From an optimization exercise on the open Yosys and OpenROAD flow, aimed at a short achievable clock period; shortcuts taken in it are not production practice. Where RTL was checked, it was by simulation tests only, not by an equivalence proof against the original. The flow treats the clock pin as an ideal source. Dropping or thinning the clock tree relies on that and would not hold on a real chip. No activity file was given, so power comes from the tool's default toggle rates.

==> job 5104 <==
// tofpet_readout
module tofpet_readout (
	input  logic                         clkin_parallel,
	input  logic                         cpu_resetn,
	input  logic [6-1:0]  hit_valid,
	input  logic [6*32-1:0] hit_data,	 
	input  logic                         cmd_valid,
	input  logic [8:0]                   cmd,		 
	output logic                         cmd_credit,
	output logic                         res_valid,
	output logic [32+5:0]    res,		 
	input  logic                         res_credit
);
clock: 4.0 ns
lec_check: 0
cap_margin: 20
core_margin: 2
core_utilization: 50
place_density: 0.65
setup_slack_margin: 4.0
slew_margin: 20
tns_end_percent: 100
standard.sh (not shown) runs the stock make flow with config.mk's settings and CLKGATE_MAP_FILE= SYNTH_SCRIPT=/design/flow/synth_recipe.tcl, a recipe that flattens the netlist after the stock synthesis.
==> flow/flow/run.sh <==
#!/bin/bash
set -euo pipefail
export PRE_CTS_TCL="$(pwd)/flow/pre_cts.tcl"
export BUFFER_PORTS_ARGS="-buffer_cell sky130_fd_sc_hd__buf_8"
bash standard.sh > flow.log 2>&1
==> flow/flow/pre_cts.tcl <==
# Hook run by ORFS's cts.tcl before clock_tree_synthesis: build a shallow, balanced
# clock tree (port -> 4 root buffers -> leaf buffers -> flip-flops) and turn the
# TritonCTS call that follows into a no-op. Everything after it in cts.tcl
# (legalisation, setup and hold repair) runs as usual.
source [file join [file dirname [info script]] tree.tcl]
pull_output_flops
build_clock_tree 10 8 2 2 sky130_fd_sc_hd__clkbuf_16 sky130_fd_sc_hd__buf_16
global_connect
rename clock_tree_synthesis tritoncts_unused
proc clock_tree_synthesis {args} {
  puts "clock tree built by pre_cts.tcl; TritonCTS skipped"
  set_propagated_clock [all_clocks]
}
Other scripts of this flow, unchanged in this note and not shown: flow/flow/tree.tcl
==> job 130: changes against job 5104 <==
Settings changed: CORE_UTILIZATION 50 to 60, PLACE_DENSITY 0.65 to 0.72, SETUP_SLACK_MARGIN 4.0 to 2.5.
==> job 3692: changes against job 5104 <==
--- a/flow/design.v
+++ b/flow/design.v
@@ -50,13 +50,12 @@
 	localparam int HD = 8;
 	localparam int CD = 4;
 	localparam int RD = 4;
 	localparam int RW = W + 6;
 	localparam int CW = 3 + CH + HD + 2;	 
 	logic              acc;			 
-	logic              acc_nx;
 	logic              acc_n;		 
 	logic              rv_n;		 
 	logic [CH-1:0]     pop_q;		 
 	logic [RW-1:0]     res_q;		 
 	logic [CH-1:0]     rd_oh_nx;
 	logic [CH-1:0]     pop_nx;		 
@@ -174,49 +173,35 @@
 		for (int k = 0; k < HD; k++)
 			cin[3+CH+k] = (c_cnt > 4'(k));
 		cin[3+CH+HD]   = (c_op == 2'd1);					 
 		cin[3+CH+HD+1] = c_op[1] || ((c_op == 2'd0) && !c_read_ok);	 
 	end
 	assign cpush = cmd_valid & ~cth[CD-1];
-	logic [CD-1:0] cld;		 
-	logic [CD-1:0] csh;		 
-	logic [CD-1:0] cth_nx;
-	logic [CD-1:0] cld_nx;
-	logic [CD-1:0] csh_nx;
 	for (genvar k = 0; k < CD; k++)
 	begin : g_c
+		logic at;
+		logic top;
+		if (k == 0) begin : g_lo
+			assign at = ~cth[0];
+		end else begin : g_mid
+			assign at = cth[k-1] & ~cth[k];
+		end
 		if (k == CD-1) begin : g_last
+			assign top = cth[k];
 			always_ff @(posedge clkin_parallel)
-				if (cld[k])
+				if (acc ? top : at)
 					ce[k*CW +: CW] <= cin;
 		end else begin : g_body
+			assign top = cth[k] & ~cth[k+1];
 			always_ff @(posedge clkin_parallel)
-				if (cld[k])
+				if (acc ? top : at)
 					ce[k*CW +: CW] <= cin;
-				else if (csh[k])
+				else if (acc)
 					ce[k*CW +: CW] <= ce[(k+1)*CW +: CW];
 		end
 	end
-	always_comb
-	begin
-		if (cpush && !acc)
-			cth_nx = {cth[CD-2:0], 1'b1};
-		else if (acc && !cpush)
-			cth_nx = {1'b0, cth[CD-1:1]};
-		else
-			cth_nx = cth;
-		for (int k = 0; k < CD; k++)
-		begin
-			logic at_nx;
-			logic top_nx;
-			at_nx  = ((k == 0) ? 1'b1 : cth_nx[(k == 0) ? 0 : k-1]) & ~cth_nx[k];
-			top_nx = cth_nx[k] & ((k == CD-1) ? 1'b1 : ~cth_nx[(k == CD-1) ? k : k+1]);
-			cld_nx[k] = acc_nx ? top_nx : at_nx;
-			csh_nx[k] = acc_nx & ~top_nx & (k != CD-1);
-		end
-	end
 	logic [2:0]    h_ch;
 	logic [CH-1:0] h_oh;
 	logic [HD-1:0] h_cth;
 	logic          h_status;
 	logic          h_err;
 	assign {h_err, h_status, h_cth, h_oh, h_ch} = ce[CW-1:0];
@@ -230,63 +215,60 @@
 		sel_th = '0;
 		for (int i = 0; i < CH; i++)
 			sel_th = sel_th | (h_th[i] & {HD{h_oh[i]}});
 		for (int i = 0; i < CH; i++)
 			go_oh[i] = h_oh[i] & h_cth[0] & h_th[i][0];
 	end
+	assign rpush   = busy & ~rth[RD-1];
 	assign done    = rpush & (st_single | ~rem[1]);
 	assign busy_nx = acc | (busy & ~done);
 	assign cne_nx  = cpush | cth[1] | (cth[0] & ~acc);
 	logic          st_single_nx;
+	logic          acc_nx;
 	always_comb
 	begin
 		st_single_nx = st_single;
+		rd_oh_nx     = rd_oh;
 		if (acc)
+		begin
 			st_single_nx = ~|go_oh;
+			rd_oh_nx     = go_oh;
+		end
 		else if (done)
-			st_single_nx = 1'b0;
-	end
-	logic rd_done;
-	logic rd_keep;
-	assign rd_done = ~rth[RD-1] & ~rem[1];
-	assign rd_keep = ~rpop & rth[RD-2];
-	always_comb
-		for (int i = 0; i < CH; i++)
 		begin
-			rd_oh_nx[i] = acc ? go_oh[i] : (rd_oh[i] & ~rd_done);
-			pop_nx[i]   = acc ? (go_oh[i] & (rpop | ~rth[RD-1])) : (rd_oh[i] & ~rd_done & ~rd_keep);
+			st_single_nx = 1'b0;
+			rd_oh_nx     = '0;
 		end
+	end
 	assign acc_nx = ~busy_nx & cne_nx;
+	assign pop_nx = rd_oh_nx & {CH{~rth_nx[RD-1]}};	 
 	assign acc    = ~acc_n;
 	always_ff @(posedge clkin_parallel)
 	begin
 		if (!cpu_resetn)
 		begin
 			acc_n      <= 1'b1;
-			rpush      <= 1'b0;
 			cmd_credit <= 1'b0;
 			busy       <= 1'b0;
 			st_single  <= 1'b0;
 			rd_oh      <= '0;
 			pop_q      <= '0;
 			cth        <= '0;
-			cld        <= CD'(1);
-			csh        <= '0;
 		end
 		else
 		begin
 			acc_n      <= ~acc_nx;
-			rpush      <= busy_nx & ~rth_nx[RD-1];
 			cmd_credit <= acc_nx;
 			busy       <= busy_nx;
 			st_single  <= st_single_nx;
 			rd_oh      <= rd_oh_nx;
 			pop_q      <= pop_nx;
-			cth        <= cth_nx;
-			cld        <= cld_nx;
-			csh        <= csh_nx;
+			if (cpush && !acc)
+				cth <= {cth[CD-2:0], 1'b1};
+			else if (acc && !cpush)
+				cth <= {1'b0, cth[CD-1:1]};
 		end
 	end
 	always_ff @(posedge clkin_parallel)
 	begin
 		if (acc)
 		begin
@@ -314,14 +296,14 @@
 		for (int i = 0; i < CH; i++)
 			wdata = wdata | h_head[i];
 		wdata = wdata | ws;
 	end
 	assign word = {st_single | ~rem[1], kind_q, chan_q, wdata};
 	logic [RD*RW-1:0]      re;
-	logic [6:0]            ct;		 
-	logic [6:0]            ct_nx;
+	logic [2:0]            credits;
+	logic [2:0]            cr_dec;	 
 	logic                  rv_nx;
 	assign rpop = ~rv_n;
 	logic [RD-1:0] rld;		 
 	logic [RD-1:0] rsh;		 
 	logic [RD-1:0] rld_nx;
 	logic [RD-1:0] rsh_nx;
@@ -345,20 +327,14 @@
 			rth_nx = {rth[RD-2:0], 1'b1};
 		else if (rpop && !rpush)
 			rth_nx = {1'b0, rth[RD-1:1]};
 		else
 			rth_nx = rth;
 	end
-	always_comb
-		if (rpop && !res_credit)
-			ct_nx = {1'b0, ct[6:1]};
-		else if (res_credit && !rpop)
-			ct_nx = ct[6] ? 7'd0 : {ct[5:0], 1'b1};
-		else
-			ct_nx = ct;
-	assign rv_nx = rth_nx[0] & (res_credit ? (rpop | ~ct[6]) : (rpop ? ct[1] : ct[0]));
+	assign cr_dec = credits - {2'b0, rpop};
+	assign rv_nx  = rth_nx[0] & (res_credit ? (cr_dec != 3'd7) : (cr_dec != 3'd0));
 	always_comb
 	begin
 		for (int k = 0; k < RD; k++)
 		begin
 			logic at_nx;
 			logic top_nx;
@@ -383,24 +359,24 @@
 		begin
 			rth       <= '0;
 			rld       <= RD'(1);
 			rsh       <= '0;
 			rq_wn     <= 1'b0;
 			rq_sn     <= 1'b1;
-			ct        <= 7'b0001111;
+			credits   <= 3'(RD);
 			res_valid <= 1'b0;
 			rv_n      <= 1'b1;
 		end
 		else
 		begin
 			rth       <= rth_nx;
 			rld       <= rld_nx;
 			rsh       <= rsh_nx;
 			rq_wn     <= ~rld_nx[0];
 			rq_sn     <= ~rsh_nx[0];
-			ct        <= ct_nx;
+			credits   <= cr_dec + {2'b0, res_credit};
 			res_valid <= rv_nx;
 			rv_n      <= ~rv_nx;
 		end
 	end
 	assign res = res_q;
 endmodule
==> flow/flow/pre_cts.tcl (replaced) <==
# Hook run by ORFS's cts.tcl before clock_tree_synthesis: build a shallow, balanced
# clock tree (port -> 4 root buffers -> leaf buffers -> flip-flops) and turn the
# TritonCTS call that follows into a no-op. Everything after it in cts.tcl
# (legalisation, setup and hold repair) runs as usual.
source [file join [file dirname [info script]] tree.tcl]
pull_output_flops
build_clock_tree 10 10 2 2 sky130_fd_sc_hd__clkbuf_16 sky130_fd_sc_hd__buf_16
global_connect
rename clock_tree_synthesis tritoncts_unused
proc clock_tree_synthesis {args} {
  puts "clock tree built by pre_cts.tcl; TritonCTS skipped"
  set_propagated_clock [all_clocks]
}
Settings changed: CORE_UTILIZATION 50 to 40, PLACE_DENSITY 0.65 to unset, SETUP_SLACK_MARGIN 4.0 to 2.5.
==> run notes <==
| quantity | job 5104 | job 130 | job 3692 |
|---|---|---|---|
| Outcome | timing/DRC/antenna clean | timing/DRC/antenna clean | timing/DRC/antenna clean |
| Power after layout | 48.60 mW | 45.38 mW | 43.77 mW |
| Flip-flop and latch power | 28.2 mW | 28.2 mW | 27.2 mW |
| LEAKAGE | 38.53 nW | 32.91 nW | 32.78 nW |
| Number of sequential cells | 2274 | 2274 | 2262 |
| Multi-input gate share of total cell area | 20.61% | 21.77% | 21.10% |
| Worst clock skew on the final layout | 44.43 ps | 34.77 ps | 35.29 ps |
| Layout Cells excl Fill | 8372 | 7445 | 8238 |
| Net switching fraction of the power | 26.04% | 24.79% | 23.22% |
| Critical path depth in cells | 9 | 10 | 5 |
| Area of all sequential standard cells | 0.06371 mm2 | 0.06363 mm2 | 0.06342 mm2 |
| Combinational logic power | 9.99 mW | 6.96 mW | 5.18 mW |
| Number of synthesized register bits | 2274 | 2274 | 2262 |
| Sequential-to-total area share from yosys stat | 77.83% | 77.83% | 78.50% |
| Worst slew margin relative to its limit | 32.46% | 32.30% | 48.58% |
| Proportion of cell area occupied by registers | 56.80% | 64.29% | 63.27% |
| Post-CTS setup repair buffer count | 583 | 257 | 281 |
| Internal power | 35.95 mW | 34.13 mW | 33.60 mW |
| Area of combinational cells with multiple inputs | 0.02311 mm2 | 0.02155 mm2 | 0.02115 mm2 |
| Fraction of synthesized cell area in xor and xnor cells | 0.01077% | 0.01077% | 0.02181% |
| Crit-path max FO | 8 | 3 | 5 |
| Metal-1 WL | 101100 um | 88290 um | 99290 um |
The RTL of job 3692 was laid out without a check of its function. No run of this note takes its clock network from TritonCTS; it comes from the design's own scripts or RTL.

[separate check: timing with driven ports]
How much do the figures lean on ideal ports? The routed layouts below were timed once more, with nothing changed but the port constraints.
Step 1, drivers: a clkbuf_16 drives clkin_parallel and a buf_2 each remaining input, both assumed.
Step 2 moves the port delays by t, midway between the first and last clock arrival at a register: inputs arrive t later, outputs are due t later. That takes back most of the time a late clock gives input paths.
Slacks: ideal / step 1 / step 2; pairs: ideal / step 1.
run | shift t [ns] | setup WS [ns] | hold WS [ns] | clock arrival spread, ns
job 5104 | 0.757 | 2.153 / 1.963 / 1.912 | 0.408 / 0.272 / 0.455 | 0.045 / 0.046
job 130 | 0.734 | 2.079 / 1.991 / 1.623 | 0.432 / 0.291 / 0.435 | 0.037 / 0.037
job 3692 | 0.792 | 2.056 / 1.943 / 1.853 | 0.390 / 0.248 / 0.431 | 0.036 / 0.036
After both steps setup and hold are still met in every run listed. The setup slack of job 130, which loses most, moves by -0.088 ns with the drivers and by -0.456 ns with both steps.
